Source: an optimization exercise on an open RTL-to-GDS flow (aim: small area). Production flows keep margins and buffers that such runs may drop.
In this exercise RTL edits were held to simulation tests only and were not proved equivalent to the original.
Power figures rest on the tool's default switching activity, not on a simulated workload.

[flow/config.mk]
export PLATFORM = sky130hd
export DESIGN_NAME = cpuTop
export DESIGN_NICKNAME = cpuTop
export VERILOG_FILES = /design/flow/design.v
export SDC_FILE = /design/flow/constraint.sdc
export NUM_CORES = 4
export LEC_CHECK = 0
export CAP_MARGIN = 20
export CORE_MARGIN = 2
export CORE_UTILIZATION = 40
export SLEW_MARGIN = 20
[flow/constraint.sdc]
create_clock -name core_clock -period 10.0 [get_ports {Clk}]
set_input_delay 2.0000 -clock core_clock [delete_from_list [all_inputs] [get_ports {Clk}]]
set_output_delay 2.0000 -clock core_clock [all_outputs]
set_load 0.01 [all_outputs]
[flow/design.v]
package cpuPkg;
    typedef logic [32-1:0] word_t;
    typedef logic [$clog2(16)-1:0] regIdx_t;
    typedef enum logic [3:0] {
        OP_AND   = 4'd0,
        OP_EOR   = 4'd1,
        OP_SUB   = 4'd2,
        OP_RSB   = 4'd3,
        OP_ADD   = 4'd4,
        OP_ORR   = 4'd12,
        OP_MOV   = 4'd13,
        OP_PASSA = 4'd14,
        OP_INC4  = 4'd15
    } aluOp_t;
    typedef enum logic [3:0] {
        FETCH0, FETCH1, DECODE, DPREG, DPIMM, MEMADDR,
        LOADWAIT, LOADWB, STOREDATA, STOREWAIT, HALT
    } microState_t;
    typedef enum logic [1:0] {SEQ, DISPATCH, WAITACK, STOP} nextSel_t;
    typedef enum logic [1:0] {A_RN, A_RD, A_PC} aSel_t;
    typedef enum logic [1:0] {B_REG, B_IMM8, B_OFF12, B_MDR} bSel_t;
    typedef struct packed {
        logic        regWrite;
        logic        irLoad;
        logic        marLoad;
        logic        mdrLoad;
        logic        mdrFromBus;
        logic        busReq;
        logic        busWrite;
        aSel_t       aSel;
        bSel_t       bSel;
        aluOp_t      aluOpSel;
        logic        useInstrOp;
        logic        cSelPc;
        nextSel_t    nextSel;
        microState_t target;
    } microWord_t;
endpackage
`timescale 1ns/100ps
module cpuTop (
    input  logic          Clk,
    input  logic          reset,
    output logic          Cyc,
    output logic          Stb,
    output logic          We,
    output cpuPkg::word_t Adr,
    output cpuPkg::word_t DatO,
    input  cpuPkg::word_t DatI,
    input  logic          Ack,
    output logic          Halted
);
    localparam logic [1:0] P_WAIT = 2'd0, P_RUN = 2'd1, P_REQ = 2'd2, P_HALT = 2'd3;
    localparam logic [2:0] K_CLR = 3'd0, K_DP = 3'd1, K_LDWB = 3'd2, K_PLAIN = 3'd3,
                           K_LDA = 3'd4, K_STA = 3'd5;
    logic [31:0] rf [0:15];
    logic [4:0]  cnt;
    logic [1:0]  phase;
    logic [2:0]  kind;
    logic [31:0] mar, dr;
    logic [3:0]  rnIdx, rdIdx;
    logic        carry, carry4;
    logic       dpOk, decDp, decMem, decHalt;
    always_comb begin
        case (DatI[24:21])
            4'd0, 4'd1, 4'd2, 4'd3, 4'd4, 4'd12, 4'd13: dpOk = 1'b1;
            default: dpOk = 1'b0;
        endcase
        decDp  = 1'b0;
        decMem = 1'b0;
        case (DatI[27:25])
            3'b000: decDp  = dpOk && !DatI[20] && DatI[11:4] == 8'h00;
            3'b001: decDp  = dpOk && !DatI[20] && DatI[11:8] == 4'h0;
            3'b010: decMem = DatI[24:21] == 4'b1100;
            default: ;
        endcase
        decHalt = !decDp && !decMem;
    end
    logic run, nextPass, addrPass, first;
    assign run      = (phase == P_RUN);
    assign addrPass = kind[2];
    assign nextPass = !kind[2];
    assign first    = (cnt == 5'd0);
    logic [3:0] bIdx;
    logic       tapA, tapB, tap15, bOp, immBit;
    assign bIdx  = addrPass ? rdIdx : dr[3:0];
    assign tapA  = rf[rnIdx][0];
    assign tapB  = rf[bIdx][0];
    assign tap15 = rf[15][0];
    assign immBit = (cnt[4:3] == 2'b00) ? dr[cnt[2:0]] : 1'b0;
    always_comb begin
        case (kind)
            K_DP:    bOp = dr[25] ? immBit : tapB;
            K_LDWB:  bOp = dr[0];
            default: bOp = (cnt < 5'd12) ? dr[0] : 1'b0;    
        endcase
    end
    logic [3:0] op;
    logic       invA, invB, cin, sum, res;
    assign op   = (kind == K_DP) ? dr[24:21] : 4'd4;
    assign invA = (op == 4'd3);
    assign invB = (op == 4'd2);
    assign cin  = first ? (invA | invB) : carry;
    logic x, y;
    assign x   = tapA ^ invA;
    assign y   = bOp ^ invB;
    assign sum = x ^ y ^ cin;
    always_comb begin
        case (kind)
            K_DP: begin
                case (op)
                    4'd0:    res = tapA & bOp;
                    4'd1:    res = tapA ^ bOp;
                    4'd12:   res = tapA | bOp;
                    4'd13:   res = bOp;
                    default: res = sum;
                endcase
            end
            K_LDWB:  res = bOp;
            K_CLR:   res = 1'b0;
            default: res = sum;
        endcase
    end
    logic wrRd, wrAll, pcIn, t4, pcNext;
    assign wrRd  = run && (kind == K_DP || kind == K_LDWB);
    assign wrAll = run && (kind == K_CLR);
    assign pcIn  = (wrAll || (wrRd && rdIdx == 4'd15)) ? res : tap15;
    assign t4     = (cnt == 5'd2) | (carry4 & !first);
    assign pcNext = pcIn ^ t4;
    always_ff @(posedge Clk) begin
        carry  <= (x & y) | (cin & (x ^ y));
        carry4 <= pcIn & t4;
    end
    always_ff @(posedge Clk) begin
        for (int r = 0; r < 15; r++) begin
            rf[r] <= {(wrAll || (wrRd && rdIdx == 4'(r))) ? res : rf[r][0], rf[r][31:1]};
        end
        rf[15] <= {(run && nextPass) ? pcNext : rf[15][0], rf[15][31:1]};
    end
    logic fetchAck, loadAck, storeAck, req;
    assign req      = (phase == P_REQ);
    assign fetchAck = req && Ack && !kind[2];
    assign loadAck  = req && Ack && kind == K_LDA;
    assign storeAck = req && Ack && kind == K_STA;
    always_ff @(posedge Clk) begin
        if (run) begin
            mar <= {nextPass ? pcIn : res, mar[31:1]};
        end
        if (fetchAck || loadAck) begin
            dr <= DatI;
        end else if (run && kind != K_DP) begin
            dr <= {tapB, dr[31:1]};
        end
        if (fetchAck) begin
            rnIdx <= DatI[19:16];
            rdIdx <= DatI[15:12];
        end
    end
    logic last;
    assign last = (cnt == 5'd31);
    always_ff @(posedge Clk) begin
        if (reset) begin
            cnt   <= 5'd0;
            phase <= P_RUN;
            kind  <= K_CLR;
        end else begin
            cnt <= cnt + 5'd1;
            case (phase)
                P_WAIT: if (last) phase <= P_RUN;
                P_RUN:  if (last) phase <= P_REQ;
                P_REQ: begin
                    if (Ack) begin
                        phase <= last ? P_RUN : P_WAIT;
                        if (fetchAck) begin
                            if (decHalt) phase <= P_HALT;
                            kind <= decDp ? K_DP : (DatI[20] ? K_LDA : K_STA);
                        end else begin
                            kind <= kind[0] ? K_PLAIN : K_LDWB;
                        end
                    end
                end
                default: ;
            endcase
        end
    end
    assign Stb    = req;
    assign Cyc    = req;
    assign We     = (kind == K_STA);
    assign Adr    = mar;
    assign DatO   = dr;
    assign Halted = (phase == P_HALT);
endmodule
[flow/run.sh]
#!/bin/bash
# synth_recipe.tcl (not shown) runs the flow's synth.tcl, then flattens the netlist and writes it again
# the make line also repeats each setting of config.mk as NAME=value (left out here)
make -C /OpenROAD-flow-scripts/flow DESIGN_CONFIG=/design/flow/config.mk WORK_HOME=/design/flow/orfs CLKGATE_MAP_FILE= SYNTH_SCRIPT=/design/flow/synth_recipe.tcl finish
==> results by group, run 1 <==
Synthesis
  • Cells after Synth: 869
  • Synth area leader: dfxtp_1
  • Seq/Total Area, Yosys: 85.7%
  • Synth async-reset ratio: 0%
  • Mean Syn Cell Area: 17.0 sq um
  • Post-Syn Area: 14800 sq um
  • Post-synth EDFFs: 72
  • Ranking of synthesized cells by area: dfxtp_1 (71%), edfxtp_1 (15%), mux2_2 (4.0%)
  • Main synth FF type: dfxtp_1
  • Synth top area share: 71.1%
  • FF+latch count, synth: 596
  • Yosys Warn Count: 2
  • Net Count, Synth: 916
  • Synth unique cells: 57

Worst setup path
  • Critical Path RT: 10.45 ns
  • Worst Reg-to-Reg Cells: 17
  • Reg-to-reg endpoint: rf[15][31]
  • Worst R2R Setup Slack: 4.91 ns
  • Crit path launch type: flop
  • Crit Path Max Fanout: 31
  • CP Class: flop to flop
  • Arrival @ worst endpoint: 5.54 ns
  • RR Startpoint: kind[2]
  • Critical path endpoint category: flop

CTS
  • H-tree Lvls: 2
  • CTS tree: done
  • Clock Latency Late Sink: 0.57 ns
  • Cts bufs inserted: 50
  • Clock root buffer: clkbuf_16
  • CTS Sinks: 596
  • Clock slew at reported path FFs: 0.07 ns
  • Postcts setup bufs: 0
  • Cells resized by post-CTS repair: 0
  • Clock buffer depth: 3
  • Hold Buf Count CTS: 0

Timing
  • Slew Limit Fails: 0
  • Setup_tns: 0 ns
  • Clock Skew: 0.0241 ns
  • Final hold viol count: 0
  • Peak Freq: 197 MHz
  • RSZ-0062 raised after global routing: false
  • Tcrit/Tclk final: 50.9%
  • Final setup violation count: 0
  • Worst Tran Pin Value: 1.06 ns
  • Max_slew headroom: 29.0%
  • Fin crit period: 5.09 ns

GRT
  • First-pass GRT wire length: 34500 microns
  • Largest net degree at the start of global routing: 39
  • Initial antenna violation count: 0
  • Vias in the first global route: 6481
  • Grt ovf: 0
  • Overall routing resource usage: 11.3%

Hold path
  • Tightest Hold Check Type: flop to flop
  • Worst Hold Depth: 0
  • Hold path endpoint: rf[11][8]
  • Worst hold start: rf[11][9]

Placement
  • RD Place Congestion: 0.809
  • PortBufs: 102
  • Placed Area: 16300 sq um
  • Post-detail-place hpwl: 12900 microns
  • Cell Count Post-Placement: 1423

Routing
  • DRT iter0 DRCs: 501
  • DR pass1 iterations: 4
  • Vias: 6515
  • Drt drc: 0
  • Drt via density: 4.31
  • Routed length per placed instance: 14.1 microns
  • Drt total wl: 21300 microns
  • Antenna Violating Nets Remaining: 0

Power
  • Worst VDD drop: 0.173 mV
  • Switching Share: 23.0%
  • Net Switching: 1.27 mW
  • Clock power share: 34.6%
  • Seq pwr share: 53.6%
  • Pint: 4.27 mW
  • Combinational power share: 11.8%
  • Pwr Total: 5.55 mW
  • Leakage: 6.96 nW
  • PwrDens: 309 nW/um^2

Floorplan
  • Site Rows: 70
  • Die Y-Extent: 196 microns
  • Die X: 196 microns
  • Top-Level Pins: 103
  • Core ar.: 36400 sq um
  • Die area: 38400 sq um
  • Initial Utilization: 40.5%

Layout
  • Design area: 17900 sq um
  • Layout Area Growth over Synthesis: 21.6%
  • Final Core Density: 49.2%
  • Fillers: 3046
  • Share of post-route cells with drive strength above 1: 14.7%
  • Final cell count without fillers: 1513
  • N_diodes: 0
  • Nets: 1054

Outcome
  • Status: timing/DRC/antenna clean

Job
  • Max Cap Viol: 0
area by class of cell:
type / count / area [sq um] / share of cell area (%)
Clock buffer: 62 / 1350 / 7.51
Clock inverter: 28 / 318 / 1.77
Inverter: 11 / 41.3 / 0.230
Multi-Input combinational cell: 242 / 1950 / 10.9
Sequential cell: 596 / 12700 / 70.5
Tap cell: 468 / 586 / 3.26
Timing Repair Buffer: 106 / 1050 / 5.86
cell families after synthesis:
group           Yosys count  synth area share, %
compound gates           67                 3.16
xor+xnor                  5                0.297
fa+ha+maj                12                 1.07
buf+inv                  31                 1.09
flops                   596                 85.7
mux                      60                 5.10
simple gates             98                 3.55
per-stage QoR:
step	hold WS (ns)	setup WS, ns
floorplan	0.310	6.08
finish	0.319	4.91
global route	0.324	4.54
CTS	0.320	5.04
detailed placement	0.312	5.06
global placement	0.310	5.19
worst max-delay path: stages, from the launching register on:
cell	delay, ns
dfxtp_1	1.02
inv_1	0.36
a41oi_1	0.25
a41oi_1	0.14
nor4_1	0.78
nor3_1	0.21
a211o_1	0.33
fa_1	0.49
nor2_1	0.11
o21a_1	0.12
nor2_1	0.04
o32ai_1	0.16
o41ai_2	0.13
buf_4	0.22
o21ba_2	0.21
ha_1	0.29
nand2_1	0.06
nand2_1	0.04
cells in the final DEF (no fill, tap or decap), drive strengths merged, types with 4 or more instances in the layout:
cell type	Yosys	layout
buf	8	4
bufinv	0	5
nand3	8	8
ha	11	11
clkbuf	12	62
inv	11	18
a21oi	15	15
nand2	20	20
mux4	6	6
clkinvlp	0	4
a31oi	8	8
a211oi	4	4
nand2b	5	5
o21ai	12	12
a41oi	6	6
nor2b	8	8
clkdlybuf4s50	0	102
mux2	52	52
clkinv	0	12
dfxtp	524	524
nor2	25	25
edfxtp	72	72
nor3	10	10
Yosys cell counts, types with 4 or more instances:
master	n
nor2b_1	8
ha_1	11
edfxtp_1	72
mux4_2	6
inv_1	11
nand2_1	20
o21ai_0	11
nor2_1	25
mux2_2	52
nand3_1	8
a41oi_1	6
a31oi_1	8
dfxtp_1	524
a211oi_1	4
nor3_1	10
clkbuf_1	12
a21oi_1	15
nand2b_1	5
worst max-delay path by stage:
| stage | from | to | cells after the start |
|---|---|---|---|
| final | kind[2] | rf[15][31] | 17 |
| after global routing | kind[2] | rf[15][31] | 17 |
| after CTS | kind[2] | rf[15][31] | 17 |
| after detailed placement | kind[2] | rf[15][31] | 17 |
| after global placement | kind[2] | rf[15][31] | 17 |
| after floorplan | dr[1] | rf[15][31] | 18 |
state kept, by name, indices dropped and copies added (netlist names):
signal  cells
phase       2
cnt         5
dr         32
rf        512
rdIdx       4
mar        32
rnIdx       4
carry       1
kind        3
carry4      1
metal layers:
layer	vias to the layer above	routed length, microns	GRT usage (%)
met1	3089	11000	16.4
li1	3241	-	-
met5	-	0	0
met2	141	8890	16.3
met3	44	1000	3.13
met4	0	421	3.84
power groups by stage:
stage | Clock (mW) | Combinational (mW) | Sequential [mW]
floorplan | 0 | 0.255 | 3.02
global placement | 0 | 0.654 | 3.02
detailed placement | 0 | 0.656 | 3.02
CTS | 1.97 | 0.660 | 2.98
global route | 2.07 | 0.699 | 3.01
finish | 1.92 | 0.654 | 2.97
==> inputs of run 2 (changes only) <==
--- a/flow/config.mk
+++ b/flow/config.mk
@@ -8,4 +8,6 @@
 export CAP_MARGIN = 20
 export CORE_MARGIN = 2
 export CORE_UTILIZATION = 40
+export CTS_BUF_LIST = sky130_fd_sc_hd__clkbuf_4
+export CTS_CLUSTER_SIZE = 30
 export SLEW_MARGIN = 20
==> run 2 against run 1 <==
Net effect:
- highest routed layer unchanged
- count of clock-buffer cells in the layout up 139
- sequential share of layout area down 0.13 points
- final area up 0.18%
- still clean
- routed wire length up 4.1%
- sequential power about the same
- flip-flop and latch count unchanged
- non-clock buffer count unchanged
- core utilization up 0.089 points
- clock skew up 0.028 ns
- first-iteration DRC count down 7.6%
==> results by group, run 2 <==
Worst setup path
  • CP Class: flop to flop
  • Buf/Inv on CP: 2 (unchanged)
  • CP Cell Sequence: inv_1, a41oi_1, a41oi_1, nor4_1, nor3_1, a211o_1, fa_1, nor2_1, o21a_1, nor2_1, o32ai_1, o41ai_2, buf_4, o21ba_2, ha_1, nand2_1, nand2_1
  • Worst R2R Setup Slack: 4.98 ns (+0.07 ns)
  • CP endpoint: rf[15][31]
  • Reg-to-reg endpoint: rf[15][31]
  • Crit Path Max Fanout: 31 (unchanged)
  • RR Startpoint: kind[2]
  • Critical Path RT: 10.63 ns (+0.18 ns)
  • Arrival @ worst endpoint: 5.65 ns (+0.11 ns)
  • Worst Reg-to-Reg Cells: 17 (unchanged)
  • Crit path depth: 17 (unchanged)
  • CP delay by family, top: compound AO/OA/AOI/OAI gates
  • Worst setup startpoint: kind[2]
  • Slowest cell on crit path: dfxtp_1
  • Slowest cell delay on critical path: 1.01 ns (about the same)
  • Crit path launch type: flop
  • Critical path endpoint category: flop

Placement
  • Pre-CTS setup slack: 5.06 ns (unchanged)
  • Cell Count Post-Placement: 1423 (unchanged)
  • Post-detail-place hpwl: 12900 microns (unchanged)
  • PortBufs: 102 (unchanged)
  • RD Place Congestion: 0.809 (unchanged)

CTS
  • Postcts setup bufs: 0 (unchanged)
  • H-tree Lvls: 4 (+2)
  • Clock Latency Late Sink: 0.77 ns (+0.20 ns)
  • Clock root buffer: clkbuf_4
  • CTS tree: done
  • Cells resized by post-CTS repair: 0 (unchanged)
  • Hold Buf Count CTS: 0 (unchanged)
  • CTS Sinks: 596 (unchanged)
  • Clock slew at reported path FFs: 0.06 ns (about the same)
  • Clock buffer depth: 3 (unchanged)
  • Cts bufs inserted: 133 (+170%)

Timing
  • Max_slew headroom: 29.9% (+0.89 points)
  • Tcrit/Tclk final: 50.2% (-0.66 points)
  • RSZ-0062 raised after global routing: false
  • Final hold viol count: 0 (unchanged)
  • Slew Limit Fails: 0 (unchanged)
  • Fin crit period: 5.02 ns (-0.0662 ns)
  • PnR worst setup slack: 4.98 ns (+0.0662 ns)
  • Setup_tns: 0 ns (unchanged)
  • Clock Skew: 0.0522 ns (+0.0281 ns)
  • Worst Tran Pin Value: 1.05 ns (-0.0134 ns)
  • Final setup violation count: 0 (unchanged)
  • Peak Freq: 199 MHz (+1.3%)

Floorplan
  • Site Rows: 70 (unchanged)
  • Die Y-Extent: 196 microns (unchanged)
  • Core ar.: 36400 sq um (unchanged)
  • Initial Utilization: 40.5% (unchanged)
  • Die area: 38400 sq um (unchanged)
  • Die X: 196 microns (unchanged)
  • Top-Level Pins: 103 (unchanged)

Synthesis
  • Synth unique cells: 57 (unchanged)
  • Mean Syn Cell Area: 17.0 sq um (unchanged)
  • Synth top area share: 71.1% (unchanged)
  • Most common cell in the netlist: dfxtp_1
  • Cells after Synth: 869 (unchanged)
  • Yosys Warn Count: 2 (unchanged)
  • Post-Syn Area: 14800 sq um (unchanged)
  • Ranking of synthesized cells by area: dfxtp_1 (71%), edfxtp_1 (15%), mux2_2 (4.0%)
  • Synth async-reset ratio: 0% (unchanged)
  • Post-synth EDFFs: 72 (unchanged)
  • Top cells by count, synth: dfxtp_1 (524), edfxtp_1 (72), mux2_2 (52), nor2_1 (25), nand2_1 (20)
  • Synth area leader: dfxtp_1
  • FF+latch count, synth: 596 (unchanged)
  • Main synth FF type: dfxtp_1
  • Seq/Total Area, Yosys: 85.7% (unchanged)
  • Net Count, Synth: 916 (unchanged)

GRT
  • Overall routing resource usage: 12.0% (+0.69 points)
  • Largest net degree at the start of global routing: 39 (unchanged)
  • Grt ovf: 0 (unchanged)
  • Vias in the first global route: 7265 (+12%)
  • First-pass GRT wire length: 36400 microns (+5.4%)
  • Initial antenna violation count: 2 (+2)

Routing
  • DRT iter0 DRCs: 463 (-7.6%)
  • Vias: 6993 (+7.3%)
  • Antenna Violating Nets Remaining: 0 (unchanged)
  • Drt drc: 0 (unchanged)
  • Drt total wl: 22200 microns (+4.1%)
  • DR pass1 iterations: 4 (unchanged)
  • Routed length per placed instance: 13.4 microns (-4.9%)
  • Drt via density: 4.22 (-1.9%)

Outcome
  • Status: timing/DRC/antenna clean

Layout
  • Final cell count without fillers: 1656 (+9.5%)
  • Layout Area Growth over Synthesis: 21.8%
  • Share of post-route cells with drive strength above 1: 24.5% (+9.7 points)
  • Largest registers: rf: 512 flops, dr: 32 flops, mar: 32 flops
  • Largest register FFs: 512 (unchanged)
  • Most frequent cells in the layout: dfxtp_1 (524), clkbuf_4 (201), clkdlybuf4s50_1 (102)
  • Most common cell after layout, fill and taps aside: dfxtp_1
  • Nets: 1137 (+7.9%)
  • Largest register by flop count: rf

Job
  • Max Cap Viol: 0 (unchanged)

Hold path
  • Tightest Hold Check Type: flop to flop
  • Worst hold start: rf[3][2]

Power
  • PwrDens: 301 nW/um^2 (-2.7%)
  • Worst VDD drop: 0.137 mV (-21%)
  • Leakage: 7.15 nW (+2.7%)
[run 2: cell counts after synthesis]
No cell type changed its count.
[run 2: kinds of logic (layout without fill, tap and decap cells)]
family                     Yosys count  after routing  synth area share (%)
AOI/OAI and AO/OA                   67             67                  3.16
xor gates and xnor gates             5              5                 0.297
adders and majority gates           12             12                  1.07
buffers and inverters               31            348                  1.09
DFF                                596            596                  85.7
muxes                               60             60                  5.10
other                                0              2                     0
and+or+nand+nor                     98             98                  3.55
[run 2: how the worst min path moves through the flow]
stage / end / depth (start not counted)
6_report: rf[3][1] / 0
3_5_place_dp: rf[0][4] / 0
2_1_floorplan: rf[0][0] / 0
4_1_cts: rf[3][1] / 0
5_1_grt: rf[4][6] / 0
3_3_place_gp: rf[11][0] / 0
[run 2: final cells by class]
class / count / area (sq um)
Clock inverter: 30 / 184
Fill cell: 3129 / 18500
Antenna cell: 2 / 5.00
Timing Repair Buffer: 106 / 1050
Sequential cell: 596 / 12700
Multi-Input combinational cell: 242 / 1950
Tap cell: 468 / 586
Inverter: 11 / 41.3
Clock buffer: 201 / 1510
[run 2: worst reg2reg max path, delay by kind of cell (launching register included)]
| kind | cells | cell delay, ns |
|---|---|---|
| compound gates | 7 | 1.32 |
| fa+ha+maj | 2 | 0.78 |
| buf+inv | 2 | 0.58 |
| flops | 1 | 1.01 |
| simple gates | 6 | 1.19 |
[run 2: through the flow]
step | cell area [sq um] | total power [mW] | hold slack, ns | util, %
after floorplan | 14800 | 3.28 | 0.310 | -
after global placement | 16300 | 3.68 | 0.310 | 44.7
after detailed placement | 16300 | 3.68 | 0.312 | 44.7
after CTS | 18000 | 5.51 | 0.287 | 49.3
after global routing | 18000 | 5.71 | 0.287 | 49.3
final | 18000 | 5.41 | 0.291 | 49.3
[run 2: routing by layer]
layer	GRT usage [%]	vias to the layer above	part of all wire (%)
met5	0	-	0
met4	6.31	0	1.8
met2	16.9	179	43
met3	4.40	36	5.7
met1	16.1	3293	49
li1	-	3485	-
[run 2: power breakdown]
group	switching (mW)	internal [mW]
clock	0.855	0.931
combinational	0.281	0.372
sequential	0.169	2.80
total	1.31	4.10
==> inputs of run 3 (changes only) <==
--- a/flow/config.mk
+++ b/flow/config.mk
@@ -8,6 +8,6 @@
 export CAP_MARGIN = 20
 export CORE_MARGIN = 2
 export CORE_UTILIZATION = 40
-export CTS_BUF_LIST = sky130_fd_sc_hd__clkbuf_4
-export CTS_CLUSTER_SIZE = 30
+export CTS_BUF_LIST = sky130_fd_sc_hd__clkbuf_2
+export CTS_CLUSTER_SIZE = 20
 export SLEW_MARGIN = 20
==> run 3 against run 2 <==
Net effect:
- synthesized cell count stayed put
- worst hold slack got worse by 0.014 ns
- final area decreased by 2.5%
- sequential share of layout area increased by 1.8 points
- combinational power barely moved
- setup slack lost 0.066 ns
- count of clock-buffer cells in the layout decreased by 13
- still clean
- routed wire length decreased by 0.89%
- clock skew rose by 0.024 ns
- fmax shrank 1.3%
- critical path type is now flop to primary output
- critical endpoint is now We
- die area unchanged
- critical path depth decreased by 14
==> results by group, run 3 <==
Layout
  • Fillers: 3175 (+1.5%)
  • Layout Area Growth over Synthesis: 18.7%
  • Share of post-route cells with drive strength above 1: 23.6% (-0.81 points)
  • Largest registers: rf: 512 flops, dr: 32 flops, mar: 32 flops
  • Most common cell after layout, fill and taps aside: dfxtp_1
  • Largest register by flop count: rf
  • Nets: 1136 (-0.088%)
  • Most frequent cells in the layout: dfxtp_1 (524), clkbuf_2 (188), clkdlybuf4s50_1 (102)
  • Largest register FFs: 512 (unchanged)

Timing
  • Peak Freq: 197 MHz (-1.3%)
  • Setup_tns: 0 ns (unchanged)
  • Final hold viol count: 0 (unchanged)
  • Fin crit period: 5.09 ns (+0.0658 ns)
  • Final setup violation count: 0 (unchanged)
  • Tcrit/Tclk final: 50.9% (+0.66 points)
  • Slew Limit Fails: 0 (unchanged)
  • Clock Skew: 0.0757 ns (+0.0235 ns)
  • Max_slew headroom: 30.7% (+0.72 points)
  • RSZ-0062 raised after global routing: false
  • Worst Tran Pin Value: 1.04 ns (-0.0108 ns)

Routing
  • Antenna Violating Nets Remaining: 0 (unchanged)
  • Drt via density: 4.23 (about the same)
  • Drt total wl: 22000 microns (-0.89%)
  • DR pass1 iterations: 6 (+2)
  • DRT iter0 DRCs: 463 (unchanged)
  • Vias: 6951 (-0.60%)
  • Drt drc: 0 (unchanged)
  • Routed length per placed instance: 13.4 microns (-0.23%)

Power
  • Worst VDD drop: 0.122 mV (-11%)
  • PwrDens: 291 nW/um^2 (-3.3%)
  • Pwr Total: 5.10 mW (-5.8%)
  • Leakage: 7.06 nW (-1.2%)

Synthesis
  • Net Count, Synth: 916 (unchanged)
  • Synth unique cells: 57 (unchanged)
  • Post-Syn Area: 14800 sq um (unchanged)
  • Synth area leader: dfxtp_1
  • Yosys Warn Count: 2 (unchanged)
  • Synth async-reset ratio: 0% (unchanged)
  • Top cells by count, synth: dfxtp_1 (524), edfxtp_1 (72), mux2_2 (52), nor2_1 (25), nand2_1 (20)
  • Synth top area share: 71.1% (unchanged)
  • Ranking of synthesized cells by area: dfxtp_1 (71%), edfxtp_1 (15%), mux2_2 (4.0%)
  • Seq/Total Area, Yosys: 85.7% (unchanged)
  • Post-synth EDFFs: 72 (unchanged)
  • Mean Syn Cell Area: 17.0 sq um (unchanged)
  • FF+latch count, synth: 596 (unchanged)
  • Main synth FF type: dfxtp_1
  • Most common cell in the netlist: dfxtp_1
  • Cells after Synth: 869 (unchanged)

CTS
  • Cts bufs inserted: 132 (-0.75%)
  • Clock root buffer: clkbuf_2
  • Postcts setup bufs: 0 (unchanged)
  • Hold Buf Count CTS: 0 (unchanged)
  • H-tree Lvls: 4 (unchanged)
  • Clock slew at reported path FFs: 0.11 ns (+0.05 ns)
  • Clock buffer depth: 3 (unchanged)
  • Clock Latency Late Sink: 0.95 ns (+0.18 ns)
  • CTS tree: done
  • CTS Sinks: 596 (unchanged)
  • Cells resized by post-CTS repair: 0 (unchanged)

GRT
  • Largest net degree at the start of global routing: 39 (unchanged)
  • Initial antenna violation count: 1 (-1)
  • First-pass GRT wire length: 36400 microns (about the same)
  • Overall routing resource usage: 12.0% (about the same)
  • Vias in the first global route: 7322 (+0.78%)
  • Grt ovf: 0 (unchanged)

Placement
  • PortBufs: 102 (unchanged)
  • Post-detail-place hpwl: 12900 microns (unchanged)
  • RD Place Congestion: 0.809 (unchanged)

Floorplan
  • Die area: 38400 sq um (unchanged)
  • Die Y-Extent: 196 microns (unchanged)
  • Top-Level Pins: 103 (unchanged)
  • Initial Utilization: 40.5% (unchanged)
  • Site Rows: 70 (unchanged)
  • Die X: 196 microns (unchanged)
  • Core ar.: 36400 sq um (unchanged)

Hold path
  • Tightest Hold Check Type: flop to flop

Worst setup path
  • Crit Path Max Fanout: 31 (unchanged)
  • Critical path endpoint category: primary output
  • Crit path launch type: flop
  • Worst R2R Setup Slack: 4.97 ns (about the same)
  • Arrival @ worst endpoint: 3.09 ns (-2.56 ns)
  • CP Class: flop to primary output
  • Critical Path RT: 8.00 ns (-2.63 ns)

Outcome
  • Status: timing/DRC/antenna clean

Job
  • Max Cap Viol: 0 (unchanged)
-- run 3: cell counts after synthesis --
No cell type changed its count.
-- run 3: logic make-up (layout without fill, tap and decap cells) --
family | Yosys count | count (layout) | synth area share (%)
flip-flops | 596 | 596 | 85.7
AND/OR/NAND/NOR | 98 | 98 | 3.55
AO/OA/AOI/OAI | 67 | 67 | 3.16
multiplexers | 60 | 60 | 5.10
buffers and inverters | 31 | 338 | 1.09
adder cells (fa/ha/maj) | 12 | 12 | 1.07
XOR/XNOR | 5 | 5 | 0.297
other | 0 | 1 | 0
-- run 3: final timing paths --
check | end | start | cells after the start
setup / recovery | We | kind[2] | 3
hold / removal | rf[15][23] | rf[15][24] | 0
setup reg to reg | rf[15][31] | kind[2] | 17
hold reg to reg | rf[15][23] | rf[15][24] | 0
-- run 3: power breakdown --
group          switching [mW]  internal (mW)
clock network           0.840          0.638
logic                   0.280          0.371
registers               0.170           2.80
-- run 3: cell type report --
type / instances / area, sq um / area share, %
Inverter: 11 / 41.3 / 0.236
Timing Repair Buffer: 106 / 1050 / 6.00
Clock inverter: 33 / 299 / 1.71
Tap cell: 468 / 586 / 3.34
Antenna cell: 1 / 2.50 / 0.0143
Multi-Input combinational cell: 242 / 1950 / 11.1
Sequential cell: 596 / 12700 / 72.2
Clock buffer: 188 / 941 / 5.37
-- run 3: per-layer routing --
metal | share of wire, % | up-vias | global-route usage, % | routed length (microns)
met5 | 0 | - | 0 | 0
met4 | 1.9 | 0 | 6.23 | 429
met3 | 4.2 | 39 | 4.35 | 921
met2 | 43 | 152 | 17.2 | 9550
met1 | 51 | 3286 | 16.0 | 11100
li1 | - | 3474 | - | -
-- run 3: metrics by stage --
step	util, %	hold WS [ns]	cells	cell area [sq um]	setup WS, ns
2_1_floorplan	-	0.310	869	14800	6.08
3_3_place_gp	44.7	0.310	1423	16300	5.19
3_5_place_dp	44.7	0.312	1423	16300	5.06
4_1_cts	48.1	0.260	1644	17500	4.82
5_1_grt	48.1	0.266	1645	17500	4.56
6_report	48.1	0.277	1645	17500	4.91
-- run 3: critical path, cell delays in order (launching register included) --
cell and delay [ns]:
dfxtp_1 1.01, inv_1 0.36, nor2_1 0.19, clkdlybuf4s50_1 0.58
==> inputs of run 4 (changes only) <==
==> flow/flow/run.sh (new file) <==
#!/bin/bash
# Standard ORFS layout (the standard.sh) with two changes:
#  - the port buffers that global placement inserts use the smallest buffer cell
#  - clock tree synthesis without dummy loads, with the buffer list below
set -euo pipefail
here=$(pwd)
export BUFFER_PORTS_ARGS="-buffer_cell sky130_fd_sc_hd__buf_1"
export CTS_ARGS="-sink_clustering_enable -repair_clock_nets -dont_use_dummy_load "
bash standard.sh > "$here/standard_flow.log" 2>&1
==> flow/standard.sh (new file) <==
#!/bin/bash
# synth_recipe.tcl (not shown) runs the flow's synth.tcl, then flattens the netlist and writes it again
# the make line also repeats each setting of config.mk as NAME=value (left out here)
make -C /OpenROAD-flow-scripts/flow DESIGN_CONFIG=/design/flow/config.mk WORK_HOME=/design/flow/orfs CLKGATE_MAP_FILE= SYNTH_SCRIPT=/design/flow/synth_recipe.tcl "${@:-finish}"
--- a/flow/config.mk
+++ b/flow/config.mk
@@ -8,6 +8,4 @@
 export CAP_MARGIN = 20
 export CORE_MARGIN = 2
 export CORE_UTILIZATION = 40
-export CTS_BUF_LIST = sky130_fd_sc_hd__clkbuf_2
-export CTS_CLUSTER_SIZE = 20
 export SLEW_MARGIN = 20
removed: flow/run.sh
==> run 4 against run 3 <==
Net effect:
- first-iteration DRC count is 25% lower
- power is 1.3% lower
- clock power grew 7%
- via count fell by 7.4%
- global-route usage fell by 1.2 points
- worst hold slack better by 0.018 ns
- highest routed layer unchanged
==> results by group, run 4 <==
Outcome
  • Status: timing/DRC/antenna clean

GRT
  • Vias in the first global route: 6259 (-15%)
  • Overall routing resource usage: 10.8% (-1.2 points)
  • Grt ovf: 0 (unchanged)
  • Initial antenna violation count: 0 (-1)
  • First-pass GRT wire length: 33000 microns (-9.3%)
  • Largest net degree at the start of global routing: 39 (unchanged)

Worst setup path
  • Crit Path Max Fanout: 31 (unchanged)
  • Slowest cell delay on critical path: 1.00 ns (about the same)
  • CP Cell Sequence: inv_1, a41oi_1, a41oi_1, nor4_1, nor3_1, a211o_1, fa_1, nor2_1, o21a_1, nor2_1, o32ai_1, o41ai_2, buf_4, o21ba_2, ha_1, nand2_1, nand2_1
  • CP delay by family, top: compound AO/OA/AOI/OAI gates
  • Arrival @ worst endpoint: 5.33 ns (+2.24 ns)
  • CP Class: flop to flop
  • Critical Path RT: 10.41 ns (+2.41 ns)
  • Critical path endpoint category: flop
  • Buf/Inv on CP: 2 (unchanged)
  • Slowest cell on crit path: dfxtp_1
  • Crit path launch type: flop

Timing
  • Tcrit/Tclk final: 49.1% (-1.8 points)
  • Final setup violation count: 0 (unchanged)
  • Setup_tns: 0 ns (unchanged)
  • RSZ-0062 raised after global routing: false
  • Final hold viol count: 0 (unchanged)
  • Max_slew headroom: 30.6% (-0.043 points)
  • Slew Limit Fails: 0 (unchanged)
  • Fin crit period: 4.91 ns (-0.175 ns)
  • Worst hold margin: 0.296 ns (+0.0183 ns)
  • Peak Freq: 204 MHz (+3.6%)
  • Worst Tran Pin Value: 1.04 ns (+0.000636 ns)
  • Clock Skew: 0.0683 ns (-0.00736 ns)

Routing
  • DR pass1 iterations: 5 (-1)
  • Routed length per placed instance: 14.0 microns (+4.8%)
  • Drt via density: 4.37 (+3.4%)
  • Drt drc: 0 (unchanged)
  • Antenna Violating Nets Remaining: 0 (unchanged)
  • Drt total wl: 20700 microns (-6.1%)
  • DRT iter0 DRCs: 346 (-25%)
  • Vias: 6435 (-7.4%)

Layout
  • Nets: 1054 (-7.2%)
  • Register area: 12700 sq um (unchanged)
  • Fillers: 3170 (-0.16%)
  • Most common cell after layout, fill and taps aside: dfxtp_1
  • Largest register by flop count: rf
  • Final cell count without fillers: 1473 (-10%)
  • N_diodes: 0 (-1)
  • Layout Area Growth over Synthesis: 14.5%
  • Largest registers: rf: 512 flops, dr: 32 flops, mar: 32 flops
  • Largest register FFs: 512 (unchanged)
  • Area of the multi-input gates: 1950 sq um (unchanged)
  • Design area: 16900 sq um (-3.6%)
  • Share of post-route cells with drive strength above 1: 12.2% (-11 points)
  • Most frequent cells in the layout: dfxtp_1 (524), buf_1 (102), edfxtp_1 (72)

CTS
  • Clock buffer depth: 3 (unchanged)
  • Clock Latency Late Sink: 0.56 ns (-0.39 ns)
  • Cts bufs inserted: 50 (-62%)
  • CTS tree: done
  • Clock slew at reported path FFs: 0.06 ns (-0.05 ns)
  • H-tree Lvls: 2 (-2)
  • Hold Buf Count CTS: 0 (unchanged)
  • Postcts setup bufs: 0 (unchanged)
  • Cells resized by post-CTS repair: 0 (unchanged)
  • CTS Sinks: 596 (unchanged)
  • Clock root buffer: clkbuf_16

Placement
  • Post-detail-place hpwl: 12600 microns (-2.3%)
  • Cell Count Post-Placement: 1423 (unchanged)
  • RD Place Congestion: 0.806 (-0.35%)
  • Placed Area: 15600 sq um (-3.9%)
  • PortBufs: 102 (unchanged)

Power
  • PwrDens: 298 nW/um^2 (+2.4%)
  • Worst VDD drop: 0.175 mV (+44%)
  • Leakage: 6.49 nW (-8.1%)

Synthesis
  • Seq/Total Area, Yosys: 85.7% (unchanged)
  • Net Count, Synth: 916 (unchanged)
  • Synth area leader: dfxtp_1
  • Ranking of synthesized cells by area: dfxtp_1 (71%), edfxtp_1 (15%), mux2_2 (4.0%)
  • Synth unique cells: 57 (unchanged)
  • Synth top area share: 71.1% (unchanged)
  • Post-synth EDFFs: 72 (unchanged)
  • Main synth FF type: dfxtp_1
  • Synth async-reset ratio: 0% (unchanged)
  • Most common cell in the netlist: dfxtp_1
  • Mean Syn Cell Area: 17.0 sq um (unchanged)
  • Yosys Warn Count: 2 (unchanged)
  • FF+latch count, synth: 596 (unchanged)
  • Top cells by count, synth: dfxtp_1 (524), edfxtp_1 (72), mux2_2 (52), nor2_1 (25), nand2_1 (20)
  • Cells after Synth: 869 (unchanged)
  • Post-Syn Area: 14800 sq um (unchanged)

Job
  • Max Cap Viol: 0 (unchanged)

Hold path
  • Tightest Hold Check Type: flop to flop

Floorplan
  • Top-Level Pins: 103 (unchanged)
  • Die area: 38400 sq um (unchanged)
  • Die Y-Extent: 196 microns (unchanged)
  • Die X: 196 microns (unchanged)
  • Core ar.: 36400 sq um (unchanged)
  • Site Rows: 70 (unchanged)
  • Initial Utilization: 40.5% (unchanged)
## run 4: cell count changes in the layout (fill, tap and decap cells not counted), sizes merged
cell,change
buf,+102
bufinv,-5
clkbuf,-138
clkdlybuf4s50,-102
clkinv,-20
clkinvlp,-3
diode,-1
inv,-5
## run 4: stage by stage
stage / setup slack (ns) / power [mW] / util, %
6_report: 5.09 / 5.04 / 46.4
5_1_grt: 4.70 / 5.27 / 46.4
4_1_cts: 5.13 / 5.10 / 46.4
3_5_place_dp: 5.13 / 3.50 / 42.9
3_3_place_gp: 5.14 / 3.50 / 42.9
2_1_floorplan: 6.08 / 3.28 / -
## run 4: final timing paths
| path | from | endpoint | slack, ns | cells after the start |
|---|---|---|---|---|
| setup / recovery | kind[2] | rf[15][31] | 5.09 | 17 |
| hold / removal | rf[12][25] | rf[12][24] | 0.30 | 0 |
| setup reg to reg | kind[2] | rf[15][31] | 5.09 | 17 |
| hold reg to reg | rf[12][25] | rf[12][24] | 0.30 | 0 |
## run 4: cells by family (layout without fill, tap and decap cells)
| group | count (synthesis) | after routing | share of synthesized area (%) |
|---|---|---|---|
| multiplexers | 60 | 60 | 5.10 |
| flip-flops | 596 | 596 | 85.7 |
| adder cells (fa/ha/maj) | 12 | 12 | 1.07 |
| buffers and inverters | 31 | 167 | 1.09 |
| AND/OR/NAND/NOR | 98 | 98 | 3.55 |
| AO/OA/AOI/OAI | 67 | 67 | 3.16 |
| XOR/XNOR | 5 | 5 | 0.297 |
## run 4: routing by layer
metal	up-vias	global-route usage, %	share of wire [%]
li1	3196	-	-
met1	3071	15.4	51
met2	118	15.6	42
met3	50	2.75	4.1
met4	0	4.32	2.5
met5	-	0	0
## run 4: report_power, final
part / internal (mW) / switching, mW / leakage, nW
clock: 0.875 / 0.717 / 0.616
combinational: 0.198 / 0.279 / 0.907
sequential: 2.80 / 0.162 / 4.97
total: 3.88 / 1.16 / 6.49
## run 4: worst register-to-register path: stages (launching register included)
cell     delay, ns
dfxtp_1       1.00
inv_1         0.36
a41oi_1       0.26
a41oi_1       0.14
nor4_1        0.71
nor3_1        0.21
a211o_1       0.33
fa_1          0.48
nor2_1        0.10
o21a_1        0.12
nor2_1        0.04
o32ai_1       0.15
o41ai_2       0.12
buf_4         0.22
o21ba_2       0.21
ha_1          0.29
nand2_1       0.06
nand2_1       0.04
## run 4: cell type report
type,count,area share [%]
multi-input cells,242,11.5
well taps,468,3.47
repair buffers,106,2.44
flip-flops and latches,596,74.9
inverters,11,0.244
clock buffers,50,7.41
==> inputs of run 5 (changes only) <==
--- a/flow/flow/run.sh
+++ b/flow/flow/run.sh
@@ -5,5 +5,5 @@
 set -euo pipefail
 here=$(pwd)
 export BUFFER_PORTS_ARGS="-buffer_cell sky130_fd_sc_hd__buf_1"
-export CTS_ARGS="-sink_clustering_enable -repair_clock_nets -dont_use_dummy_load "
+export CTS_ARGS="-sink_clustering_enable -repair_clock_nets -dont_use_dummy_load -buf_list sky130_fd_sc_hd__clkbuf_8 -sink_clustering_size 20 -sink_clustering_max_diameter 80 -sink_buffer_max_cap_derate 1.0"
 bash standard.sh > "$here/standard_flow.log" 2>&1
==> run 5 against run 4 <==
Net effect:
- still clean
- synthesized cell count stayed put
- via count is 1.3% lower
- final area is 4.6% lower
- count of clock-buffer cells in the layout is 15 lower
- non-clock buffer count stayed put
- synthesized area stayed put
- register-to-register slack worse by 0.05 ns
- routed wire length is 2.9% lower
- largest cell class unchanged
- largest power group unchanged
==> results by group, run 5 <==
Outcome
  • Status: timing/DRC/antenna clean

Synthesis
  • Most common cell in the netlist: dfxtp_1
  • Top cells by count, synth: dfxtp_1 (524), edfxtp_1 (72), mux2_2 (52), nor2_1 (25), nand2_1 (20)
  • Yosys Warn Count: 2 (unchanged)
  • Mean Syn Cell Area: 17.0 sq um (unchanged)
  • Synth unique cells: 57 (unchanged)
  • Ranking of synthesized cells by area: dfxtp_1 (71%), edfxtp_1 (15%), mux2_2 (4.0%)
  • FF+latch count, synth: 596 (unchanged)
  • Post-Syn Area: 14800 sq um (unchanged)
  • Seq/Total Area, Yosys: 85.7% (unchanged)
  • Synth async-reset ratio: 0% (unchanged)
  • Synth top area share: 71.1% (unchanged)
  • Synth area leader: dfxtp_1
  • Main synth FF type: dfxtp_1
  • Cells after Synth: 869 (unchanged)
  • Net Count, Synth: 916 (unchanged)
  • Post-synth EDFFs: 72 (unchanged)

Layout
  • Area of the multi-input gates: 1950 sq um (unchanged)
  • Most common cell after layout, fill and taps aside: dfxtp_1
  • Most frequent cells in the layout: dfxtp_1 (524), buf_1 (102), edfxtp_1 (72)
  • Largest registers: rf: 512 flops, dr: 32 flops, mar: 32 flops
  • Register area: 12700 sq um (unchanged)
  • Nets: 1039 (-1.4%)
  • Fillers: 3259 (+2.8%)
  • Largest register by flop count: rf
  • Layout Area Growth over Synthesis: 9.24%
  • Share of post-route cells with drive strength above 1: 10.9% (-1.3 points)
  • Final Core Density: 44.2% (-2.1 points)
  • N_diodes: 0 (unchanged)
  • Largest register FFs: 512 (unchanged)

Worst setup path
  • Crit Path Max Fanout: 31 (unchanged)
  • CP Cell Sequence: inv_1, a41oi_1, a41oi_1, nor4_1, nor3_1, a211o_1, fa_1, nor2_1, o21a_1, nor2_1, o32ai_1, o41ai_2, buf_4, o21ba_2, ha_1, nand2_1, nand2_1
  • Worst Reg-to-Reg Cells: 17 (unchanged)
  • Buf/Inv on CP: 2 (unchanged)
  • Slowest cell on crit path: dfxtp_1
  • Critical path endpoint category: flop
  • RR Startpoint: kind[2]
  • CP Class: flop to flop
  • Worst R2R Setup Slack: 5.04 ns (-0.05 ns)
  • Slowest cell delay on critical path: 1.02 ns (+0.02 ns)
  • Worst setup startpoint: kind[2]
  • Arrival @ worst endpoint: 5.42 ns (+0.09 ns)
  • CP delay by family, top: compound AO/OA/AOI/OAI gates
  • Crit path depth: 17 (unchanged)
  • Critical Path RT: 10.46 ns (+0.05 ns)
  • Crit path launch type: flop
  • Reg-to-reg endpoint: rf[15][31]
  • CP endpoint: rf[15][31]

Power
  • Worst VDD drop: 0.168 mV (-4.0%)
  • Net Switching: 1.06 mW (-8.6%)
  • Combinational power share: 10.9% (+1.4 points)
  • Clock power share: 21.4% (-10 points)
  • Pint: 3.32 mW (-14%)
  • Pwr Total: 4.37 mW (-13%)
  • Seq pwr share: 67.7% (+8.8 points)
  • PwrDens: 271 nW/um^2 (-9.0%)
  • Switching Share: 24.2% (+1.2 points)
  • Leakage: 6.13 nW (-5.6%)

Timing
  • PnR worst setup slack: 5.04 ns (-0.0517 ns)
  • Clock Skew: 0.0435 ns (-0.0249 ns)
  • Worst Tran Pin Value: 1.03 ns (-0.00927 ns)
  • Max_slew headroom: 31.2% (+0.62 points)
  • Fin crit period: 4.96 ns (+0.0517 ns)
  • Setup_tns: 0 ns (unchanged)
  • RSZ-0062 raised after global routing: false
  • Final setup violation count: 0 (unchanged)
  • Tcrit/Tclk final: 49.6% (+0.52 points)
  • Final hold viol count: 0 (unchanged)
  • Slew Limit Fails: 0 (unchanged)
  • Peak Freq: 201 MHz (-1.0%)

Routing
  • Routed length per placed instance: 13.8 microns (-1.9%)
  • Drt drc: 0 (unchanged)
  • DR pass1 iterations: 4 (-1)
  • DRT iter0 DRCs: 346 (unchanged)
  • Drt total wl: 20100 microns (-2.9%)
  • Antenna Violating Nets Remaining: 0 (unchanged)
  • Drt via density: 4.36 (-0.31%)
  • Vias: 6350 (-1.3%)

CTS
  • Cells resized by post-CTS repair: 0 (unchanged)
  • Hold Buf Count CTS: 0 (unchanged)
  • Clock slew at reported path FFs: 0.11 ns (+0.05 ns)
  • CTS Sinks: 596 (unchanged)
  • Cts bufs inserted: 35 (-30%)
  • Clock Latency Late Sink: 0.56 ns (about the same)
  • CTS tree: done
  • Clock root buffer: clkbuf_8
  • Postcts setup bufs: 0 (unchanged)
  • H-tree Lvls: 2 (unchanged)
  • Clock buffer depth: 3 (unchanged)

Placement
  • PortBufs: 102 (unchanged)
  • RD Place Congestion: 0.806 (unchanged)
  • Post-detail-place hpwl: 12600 microns (unchanged)
  • Pre-CTS setup slack: 5.13 ns (unchanged)

GRT
  • Vias in the first global route: 6068 (-3.1%)
  • Overall routing resource usage: 10.5% (-0.28 points)
  • First-pass GRT wire length: 32100 microns (-2.6%)
  • Initial antenna violation count: 0 (unchanged)
  • Grt ovf: 0 (unchanged)
  • Largest net degree at the start of global routing: 39 (unchanged)

Floorplan
  • Die Y-Extent: 196 microns (unchanged)
  • Top-Level Pins: 103 (unchanged)
  • Site Rows: 70 (unchanged)
  • Initial Utilization: 40.5% (unchanged)
  • Core ar.: 36400 sq um (unchanged)
  • Die X: 196 microns (unchanged)
  • Die area: 38400 sq um (unchanged)

Job
  • Max Cap Viol: 0 (unchanged)

Hold path
  • Tightest Hold Check Type: flop to flop
  • Worst hold start: rf[0][20]
[run 5: cell counts after synthesis]
No cell type changed its count.
[run 5: worst min-delay path by stage]
stage	endpoint	slack [ns]	depth (start not counted)
2_1_floorplan	rf[0][0]	0.31	0
3_3_place_gp	rf[8][15]	0.31	0
3_5_place_dp	rf[13][9]	0.31	0
4_1_cts	rf[0][19]	0.32	0
5_1_grt	rf[0][19]	0.31	0
6_report	rf[0][19]	0.31	0
[run 5: area by class of cell]
cell class / instances / share of cell area [%]
clock buffers: 35 / 2.99
inverters: 11 / 0.256
multi-input cells: 242 / 12.1
flip-flops and latches: 596 / 78.5
well taps: 468 / 3.63
repair buffers: 106 / 2.56
[run 5: kinds of logic (layout without fill, tap and decap cells)]
| group | count (synthesis) | after routing | share of synthesized area [%] |
|---|---|---|---|
| flops | 596 | 596 | 85.7 |
| simple gates | 98 | 98 | 3.55 |
| compound gates | 67 | 67 | 3.16 |
| buf+inv | 31 | 152 | 1.09 |
| xor+xnor | 5 | 5 | 0.297 |
| mux | 60 | 60 | 5.10 |
| fa+ha+maj | 12 | 12 | 1.07 |
[run 5: per-stage QoR]
stage               cells  hold slack (ns)  instance area (sq um)
detailed placement   1423            0.312                  15600
finish               1458            0.313                  16100
global route         1458            0.309                  16100
floorplan             869            0.310                  14800
CTS                  1458            0.316                  16100
global placement     1423            0.310                  15600
[run 5: power by group through the flow]
| stage | clock network, mW | logic [mW] | registers (mW) |
|---|---|---|---|
| floorplan | 0 | 0.255 | 3.02 |
| global placement | 0 | 0.479 | 3.02 |
| detailed placement | 0 | 0.481 | 3.02 |
| CTS | 0.985 | 0.483 | 2.97 |
| global route | 1.07 | 0.525 | 3.00 |
| finish | 0.937 | 0.477 | 2.96 |
[run 5: routing by layer]
metal / wire length, microns / track usage (%) / up-vias
li1: - / - / 3156
met1: 10400 / 15.2 / 3047
met2: 8350 / 15.4 / 101
met3: 787 / 2.37 / 46
met4: 514 / 3.84 / 0
met5: 0 / 0 / -
==> inputs of run 6 (changes only) <==
--- a/flow/config.mk
+++ b/flow/config.mk
@@ -7,5 +7,5 @@
 export LEC_CHECK = 0
 export CAP_MARGIN = 20
 export CORE_MARGIN = 2
-export CORE_UTILIZATION = 40
+export CORE_UTILIZATION = 65
 export SLEW_MARGIN = 20
==> run 6 against run 5 <==
Net effect:
- non-clock buffer count increased by 1
- synthesized area is the same
- die area fell by 38%
- synthesized cell count did not move
- global-route usage increased by 8.2 points
- final area decreased by 1.4%
- register-to-register slack worse by 0.02 ns
- final cell count decreased by 12%
- core utilization grew 27 points
- combinational power grew 2%
- setup slack lost 0.023 ns
- critical endpoint unchanged
- largest power group unchanged
- via count grew 1.8%
==> results by group, run 6 <==
Outcome
  • Status: timing/DRC/antenna clean

Floorplan
  • Site Rows: 55 (-21%)
  • Die Y-Extent: 155 microns (-21%)
  • Die area: 23900 sq um (-38%)
  • Top-Level Pins: 103 (unchanged)
  • Core ar.: 22400 sq um (-38%)
  • Die X: 155 microns (-21%)
  • Initial Utilization: 65.8% (+25 points)

Job
  • Max Cap Viol: 0 (unchanged)

CTS
  • H-tree Lvls: 2 (unchanged)
  • Clock buffer depth: 3 (unchanged)
  • Cells resized by post-CTS repair: 0 (unchanged)
  • CTS Sinks: 596 (unchanged)
  • Hold Buf Count CTS: 0 (unchanged)
  • Cts bufs inserted: 35 (unchanged)
  • Clock slew at reported path FFs: 0.12 ns (about the same)
  • Postcts setup bufs: 0 (unchanged)
  • Clock root buffer: clkbuf_8
  • Clock Latency Late Sink: 0.54 ns (-0.02 ns)
  • CTS tree: done

Layout
  • Largest register by flop count: rf
  • Most common cell after layout, fill and taps aside: dfxtp_1
  • N_diodes: 0 (unchanged)
  • Layout Area Growth over Synthesis: 7.73%
  • Final cell count without fillers: 1276 (-12%)
  • Nets: 1040 (+0.096%)
  • Share of post-route cells with drive strength above 1: 10.9% (-0.011 points)
  • Largest registers: rf: 512 flops, dr: 32 flops, mar: 32 flops
  • Most frequent cells in the layout: dfxtp_1 (524), buf_1 (102), edfxtp_1 (72)
  • Largest register FFs: 512 (unchanged)
  • Final Core Density: 70.9% (+27 points)

Worst setup path
  • CP Class: flop to flop
  • RR Startpoint: kind[2]
  • Worst Reg-to-Reg Cells: 17 (unchanged)
  • Worst R2R Setup Slack: 5.01 ns (-0.02 ns)
  • Critical path endpoint category: flop
  • Slowest cell delay on critical path: 1.00 ns (-0.02 ns)
  • Reg-to-reg endpoint: rf[15][31]
  • Buf/Inv on CP: 1 (-1)
  • Crit Path Max Fanout: 31 (unchanged)
  • Arrival @ worst endpoint: 5.43 ns (about the same)
  • Crit path launch type: flop
  • Critical Path RT: 10.45 ns (about the same)
  • Slowest cell on crit path: dfxtp_1
  • CP Cell Sequence: mux2_2, nand3_1, a41oi_1, nor4_1, nor3_1, a211o_1, fa_1, nor2_1, o21a_1, nor2_1, o32ai_1, o41ai_2, buf_4, o21ba_2, ha_1, nand2_1, nand2_1
  • CP delay by family, top: simple AND/OR/NAND/NOR gates
  • Worst setup startpoint: kind[2]

Timing
  • Max_slew headroom: 33.4% (+2.2 points)
  • RSZ-0062 raised after global routing: false
  • Fin crit period: 4.99 ns (+0.0233 ns)
  • Worst hold margin: 0.301 ns (-0.0116 ns)
  • Peak Freq: 200 MHz (-0.47%)
  • Final setup violation count: 0 (unchanged)
  • Clock Skew: 0.0335 ns (-0.00995 ns)
  • Setup_tns: 0 ns (unchanged)
  • Tcrit/Tclk final: 49.9% (+0.23 points)
  • PnR worst setup slack: 5.01 ns (-0.0233 ns)
  • Worst Tran Pin Value: 0.998 ns (-0.0324 ns)
  • Slew Limit Fails: 0 (unchanged)
  • Final hold viol count: 0 (unchanged)

GRT
  • Initial antenna violation count: 1 (+1)
  • Grt ovf: 0 (unchanged)
  • Largest net degree at the start of global routing: 39 (unchanged)
  • Vias in the first global route: 6457 (+6.4%)
  • First-pass GRT wire length: 35000 microns (+8.9%)
  • Overall routing resource usage: 18.7% (+8.2 points)

Synthesis
  • Synth unique cells: 57 (unchanged)
  • Seq/Total Area, Yosys: 85.7% (unchanged)
  • Synth area leader: dfxtp_1
  • FF+latch count, synth: 596 (unchanged)
  • Synth async-reset ratio: 0% (unchanged)
  • Cells after Synth: 869 (unchanged)
  • Mean Syn Cell Area: 17.0 sq um (unchanged)
  • Net Count, Synth: 916 (unchanged)
  • Post-synth EDFFs: 72 (unchanged)
  • Yosys Warn Count: 2 (unchanged)
  • Top cells by count, synth: dfxtp_1 (524), edfxtp_1 (72), mux2_2 (52), nor2_1 (25), nand2_1 (20)
  • Post-Syn Area: 14800 sq um (unchanged)
  • Main synth FF type: dfxtp_1
  • Synth top area share: 71.1% (unchanged)
  • Most common cell in the netlist: dfxtp_1
  • Ranking of synthesized cells by area: dfxtp_1 (71%), edfxtp_1 (15%), mux2_2 (4.0%)

Placement
  • RD Place Congestion: 0.895 (+11%)
  • PortBufs: 102 (unchanged)
  • Post-detail-place hpwl: 14100 microns (+12%)
  • Pre-CTS setup slack: 5.07 ns (-0.0588 ns)
  • Cell Count Post-Placement: 1241 (-13%)

Routing
  • DRT iter0 DRCs: 356 (+2.9%)
  • Vias: 6466 (+1.8%)
  • Antenna Violating Nets Remaining: 0 (unchanged)
  • DR pass1 iterations: 5 (+1)
  • Drt total wl: 21800 microns (+8.7%)
  • Drt drc: 0 (unchanged)
  • Drt via density: 5.07 (+16%)
  • Routed length per placed instance: 17.1 microns (+24%)

Hold path
  • Tightest Hold Check Type: flop to flop
  • Worst hold start: rf[1][10]
  • Hold path endpoint: rf[1][9]
  • Worst Hold Depth: 0 (unchanged)

Power
  • Worst VDD drop: 0.171 mV (+2.0%)
  • Leakage: 6.13 nW (about the same)
  • PwrDens: 276 nW/um^2 (+1.8%)
## run 6: cell counts after synthesis
No cell type changed its count.
## run 6: routing by layer
layer / wire (microns) / GRT usage (%) / vias up / share of wire, %
met5: 0 / 0 / - / 0
met1: 10600 / 27.9 / 3100 / 49
li1: - / - / 3152 / -
met2: 9720 / 28.7 / 173 / 45
met4: 462 / 5.64 / 0 / 2.1
met3: 1030 / 2.89 / 41 / 4.7
## run 6: cells by family after synthesis
| family | share of synthesized area, % |
|---|---|
| DFF | 85.7 |
| adders and majority gates | 1.07 |
| AOI/OAI and AO/OA | 3.16 |
| xor gates and xnor gates | 0.297 |
| and+or+nand+nor | 3.55 |
| buffers and inverters | 1.09 |
| muxes | 5.10 |
## run 6: worst reg2reg max path, delay by kind of cell (launching register included)
family	cells	cell delay (ns)
multiplexers	1	0.47
flip-flops	1	1.00
adder cells (fa/ha/maj)	2	0.78
buffers and inverters	1	0.23
AO/OA/AOI/OAI	6	1.10
AND/OR/NAND/NOR	7	1.32
## run 6: area by class of cell
type / count / area, sq um
sequential: 596 / 12700
tap: 285 / 357
multi-input combinational: 242 / 1950
inverter: 11 / 41.3
clock buffer: 35 / 482
fill: 1420 / 6540
timing repair buffer: 107 / 420
## run 6: power breakdown
group | total, mW | internal [mW] | switching (mW)
Clock | 0.933 | 0.319 | 0.614
Combinational | 0.485 | 0.199 | 0.286
Sequential | 2.97 | 2.80 | 0.173
Total | 4.39 | 3.32 | 1.07
## run 6: worst max-delay path by stage
stage	end	slack [ns]	cells after the start
after global routing	rf[15][31]	4.65	17
after floorplan	rf[15][31]	6.08	18
after CTS	rf[15][31]	5.05	17
final	rf[15][31]	5.01	17
after global placement	rf[15][31]	5.25	17
after detailed placement	rf[15][31]	5.07	17
## run 6: stage by stage
step                cell area [sq um]  power (mW)
finish                          15900        4.39
detailed placement              15400        3.51
CTS                             15900        4.43
floorplan                       14800        3.28
global route                    15900        4.58
global placement                15400        3.48
==> inputs of run 7 (changes only) <==
==> flow/flow/run.sh (replaced) <==
#!/bin/bash
# Standard ORFS layout (the standard.sh) with two changes:
#  - the port buffers that global placement inserts use the smallest buffer cell
#  - clock tree synthesis without dummy loads, with the buffer list below
set -euo pipefail
here=$(pwd)
export BUFFER_PORTS_ARGS="-buffer_cell sky130_fd_sc_hd__buf_1"
export CTS_ARGS="-sink_clustering_enable -repair_clock_nets -dont_use_dummy_load -buf_list sky130_fd_sc_hd__clkbuf_8 -sink_clustering_size 16 -sink_clustering_max_diameter 60 -sink_buffer_max_cap_derate 1.0"
bash standard.sh > "$here/standard_flow.log" 2>&1
--- a/flow/config.mk
+++ b/flow/config.mk
@@ -7,5 +7,5 @@
 export LEC_CHECK = 0
 export CAP_MARGIN = 20
 export CORE_MARGIN = 2
-export CORE_UTILIZATION = 65
+export CORE_UTILIZATION = 40
 export SLEW_MARGIN = 20
==> run 7 against run 6 <==
Net effect:
- combinational power down 1%
- setup slack improved by 0.069 ns
- non-clock buffer count fell by 1
- global-route usage decreased by 8.1 points
- synthesized cell count is the same
- core utilization is 26 points lower
- flip-flop and latch count unchanged
- power grew 1.7%
- first-iteration DRC count up 4.2%
- final cell count up 15%
- clock power rose by about 10%
- largest cell class unchanged
- highest routed layer unchanged
==> results by group, run 7 <==
Worst setup path
  • Slowest cell on crit path: dfxtp_1
  • Crit path launch type: flop
  • Crit Path Max Fanout: 31 (unchanged)
  • Critical path endpoint category: flop
  • Arrival @ worst endpoint: 5.36 ns (-0.07 ns)
  • Critical Path RT: 10.44 ns (about the same)
  • CP Cell Sequence: inv_1, a41oi_1, a41oi_1, nor4_1, nor3_1, a211o_1, fa_1, nor2_1, o21a_1, nor2_1, o32ai_1, o41ai_2, buf_4, o21ba_2, ha_1, nand2_1, nand2_1
  • Slowest cell delay on critical path: 1.00 ns (about the same)
  • CP Class: flop to flop

Synthesis
  • Most common cell in the netlist: dfxtp_1
  • Synth async-reset ratio: 0% (unchanged)
  • Post-Syn Area: 14800 sq um (unchanged)
  • Post-synth EDFFs: 72 (unchanged)
  • Synth area leader: dfxtp_1
  • Ranking of synthesized cells by area: dfxtp_1 (71%), edfxtp_1 (15%), mux2_2 (4.0%)
  • Net Count, Synth: 916 (unchanged)
  • Cells after Synth: 869 (unchanged)
  • Synth unique cells: 57 (unchanged)
  • Mean Syn Cell Area: 17.0 sq um (unchanged)
  • Yosys Warn Count: 2 (unchanged)
  • Seq/Total Area, Yosys: 85.7% (unchanged)
  • Main synth FF type: dfxtp_1
  • Top cells by count, synth: dfxtp_1 (524), edfxtp_1 (72), mux2_2 (52), nor2_1 (25), nand2_1 (20)
  • FF+latch count, synth: 596 (unchanged)
  • Synth top area share: 71.1% (unchanged)

Timing
  • Final hold viol count: 0 (unchanged)
  • Worst Tran Pin Value: 1.03 ns (+0.0343 ns)
  • Slew Limit Fails: 0 (unchanged)
  • Fin crit period: 4.92 ns (-0.0694 ns)
  • Peak Freq: 203 MHz (+1.4%)
  • Clock Skew: 0.0807 ns (+0.0472 ns)
  • RSZ-0062 raised after global routing: false
  • Final setup violation count: 0 (unchanged)
  • Max_slew headroom: 31.1% (-2.3 points)
  • Tcrit/Tclk final: 49.2% (-0.69 points)
  • Setup_tns: 0 ns (unchanged)

Layout
  • Nets: 1047 (+0.67%)
  • Fillers: 3241 (+130%)
  • Most frequent cells in the layout: dfxtp_1 (524), buf_1 (102), edfxtp_1 (72)
  • N_diodes: 0 (unchanged)
  • Area of the multi-input gates: 1950 sq um (about the same)
  • Design area: 16200 sq um (+2.1%)
  • Register area: 12700 sq um (unchanged)
  • Largest registers: rf: 512 flops, dr: 32 flops, mar: 32 flops
  • Most common cell after layout, fill and taps aside: dfxtp_1
  • Share of post-route cells with drive strength above 1: 11.6% (+0.73 points)
  • Layout Area Growth over Synthesis: 9.99%
  • Largest register FFs: 512 (unchanged)
  • Largest register by flop count: rf

Power
  • Clock power share: 23.0% (+1.7 points)
  • Pint: 3.38 mW (+2.0%)
  • Leakage: 6.18 nW (+0.85%)
  • Pwr Total: 4.47 mW (+1.7%)
  • PwrDens: 275 nW/um^2 (-0.36%)
  • Switching Share: 24.2% (-0.21 points)
  • Worst VDD drop: 0.183 mV (+6.6%)
  • Combinational power share: 10.7% (-0.4 points)
  • Seq pwr share: 66.3% (-1.4 points)
  • Net Switching: 1.08 mW (+0.85%)

Floorplan
  • Site Rows: 70 (+27%)
  • Top-Level Pins: 103 (unchanged)
  • Die X: 196 microns (+27%)
  • Initial Utilization: 40.5% (-25 points)
  • Die area: 38400 sq um (+61%)
  • Core ar.: 36400 sq um (+62%)
  • Die Y-Extent: 196 microns (+27%)

Placement
  • Placed Area: 15600 sq um (+1.5%)
  • RD Place Congestion: 0.806 (-9.9%)
  • PortBufs: 102 (unchanged)
  • Post-detail-place hpwl: 12600 microns (-11%)

CTS
  • Hold Buf Count CTS: 0 (unchanged)
  • H-tree Lvls: 2 (unchanged)
  • CTS Sinks: 596 (unchanged)
  • Clock buffer depth: 3 (unchanged)
  • Cells resized by post-CTS repair: 0 (unchanged)
  • Clock root buffer: clkbuf_8
  • Cts bufs inserted: 43 (+23%)
  • Clock Latency Late Sink: 0.59 ns (+0.05 ns)
  • CTS tree: done
  • Postcts setup bufs: 0 (unchanged)
  • Clock slew at reported path FFs: 0.09 ns (-0.03 ns)

Routing
  • Routed length per placed instance: 13.9 microns (-19%)
  • Antenna Violating Nets Remaining: 0 (unchanged)
  • DRT iter0 DRCs: 371 (+4.2%)
  • DR pass1 iterations: 4 (-1)
  • Drt drc: 0 (unchanged)
  • Drt via density: 4.36 (-14%)
  • Drt total wl: 20400 microns (-6.8%)
  • Vias: 6386 (-1.2%)

Hold path
  • Tightest Hold Check Type: flop to flop

GRT
  • Vias in the first global route: 6119 (-5.2%)
  • Overall routing resource usage: 10.6% (-8.1 points)
  • Initial antenna violation count: 0 (-1)
  • Largest net degree at the start of global routing: 39 (unchanged)
  • Grt ovf: 0 (unchanged)
  • First-pass GRT wire length: 32400 microns (-7.4%)

Job
  • Max Cap Viol: 0 (unchanged)

Outcome
  • Status: timing/DRC/antenna clean
## run 7: cell counts after synthesis
Identical to the previous run, type by type.
## run 7: power by group through the flow
stage          sequential [mW]  combinational, mW  clock [mW]
3_3_place_gp              3.02              0.479           0
6_report                  2.96              0.478        1.03
2_1_floorplan             3.02              0.255           0
5_1_grt                   3.00              0.525        1.17
4_1_cts                   2.97              0.483        1.08
3_5_place_dp              3.02              0.481           0
## run 7: final timing paths
kind                  start         end  slack [ns]  cells after the start
setup / recovery    kind[2]  rf[15][31]        5.08                     17
hold / removal    rf[10][3]   rf[10][2]        0.29                      0
setup reg to reg    kind[2]  rf[15][31]        5.08                     17
hold reg to reg   rf[10][3]   rf[10][2]        0.29                      0
## run 7: logic make-up after synthesis
| family | share of synthesized area (%) |
|---|---|
| XOR/XNOR | 0.297 |
| AO/OA/AOI/OAI | 3.16 |
| adder cells (fa/ha/maj) | 1.07 |
| flip-flops | 85.7 |
| multiplexers | 5.10 |
| buffers and inverters | 1.09 |
| AND/OR/NAND/NOR | 3.55 |
## run 7: metrics by stage
| step | setup WS [ns] | hold WS, ns | utilization [%] | std cells |
|---|---|---|---|---|
| floorplan | 6.08 | 0.310 | - | 869 |
| global placement | 5.14 | 0.310 | 42.9 | 1423 |
| detailed placement | 5.13 | 0.312 | 42.9 | 1423 |
| CTS | 5.12 | 0.283 | 44.6 | 1466 |
| global route | 4.68 | 0.301 | 44.6 | 1466 |
| finish | 5.08 | 0.292 | 44.6 | 1466 |
## run 7: area by class of cell
cell class                      count  share of cell area (%)
Timing Repair Buffer              106                    2.54
Inverter                           11                   0.254
Clock buffer                       43                    3.65
Multi-Input combinational cell    242                    12.0
Tap cell                          468                    3.61
Sequential cell                   596                    77.9
## run 7: critical path: cells and delay by family, from the launching register on
family | cells | cell delay (ns)
compound gates | 7 | 1.31
simple gates | 6 | 1.16
flops | 1 | 1.00
fa+ha+maj | 2 | 0.77
buf+inv | 2 | 0.57
## run 7: layer usage
| metal | wire length, microns | share of wire, % | up-vias | track usage, % |
|---|---|---|---|---|
| met1 | 10500 | 52 | 3052 | 15.2 |
| met2 | 8410 | 41 | 113 | 15.4 |
| met4 | 557 | 2.7 | 0 | 4.01 |
| li1 | - | - | 3168 | - |
| met3 | 856 | 4.2 | 53 | 2.72 |
| met5 | 0 | 0 | - | 0 |

==> what the ideal ports hide <==
The flow's constraints put no driver on any port. The routed layouts listed below were extracted and timed again, unchanged, in two steps.
Step 1 sets driving cells, clkbuf_16 on the clock port and buf_2 on the other inputs (assumed; they add their load-dependent delay and slew).
Step 2, shift: input delay + t, output delay - t, t = (earliest + latest rising clock arrival at the registers) / 2. This alone moves slack from input paths to output paths.
Three values: no drivers, after step 1, after step 2; two values: the first two.
run | t, ns | setup WS [ns] | slew at the worst register clock pin (ns) | pins driven straight from the clock port
run 1 | 0.605 | 4.911 / 4.911 / 4.911 | 0.07 / 0.07 | 1
run 2 | 0.789 | 4.977 / 4.977 / 4.977 | 0.07 / 0.07 | 1
run 3 | 0.962 | 4.912 / 4.868 / 4.968 | 0.12 / 0.12 | 1
run 4 | 0.574 | 5.087 / 5.087 / 5.087 | 0.06 / 0.06 | 1
run 5 | 0.589 | 5.035 / 5.035 / 5.035 | 0.12 / 0.12 | 1
run 6 | 0.568 | 5.012 / 5.012 / 5.012 | 0.12 / 0.12 | 1
run 7 | 0.599 | 5.081 / 5.081 / 5.081 | 0.10 / 0.10 | 1
After both steps setup and hold are still met in every run listed.
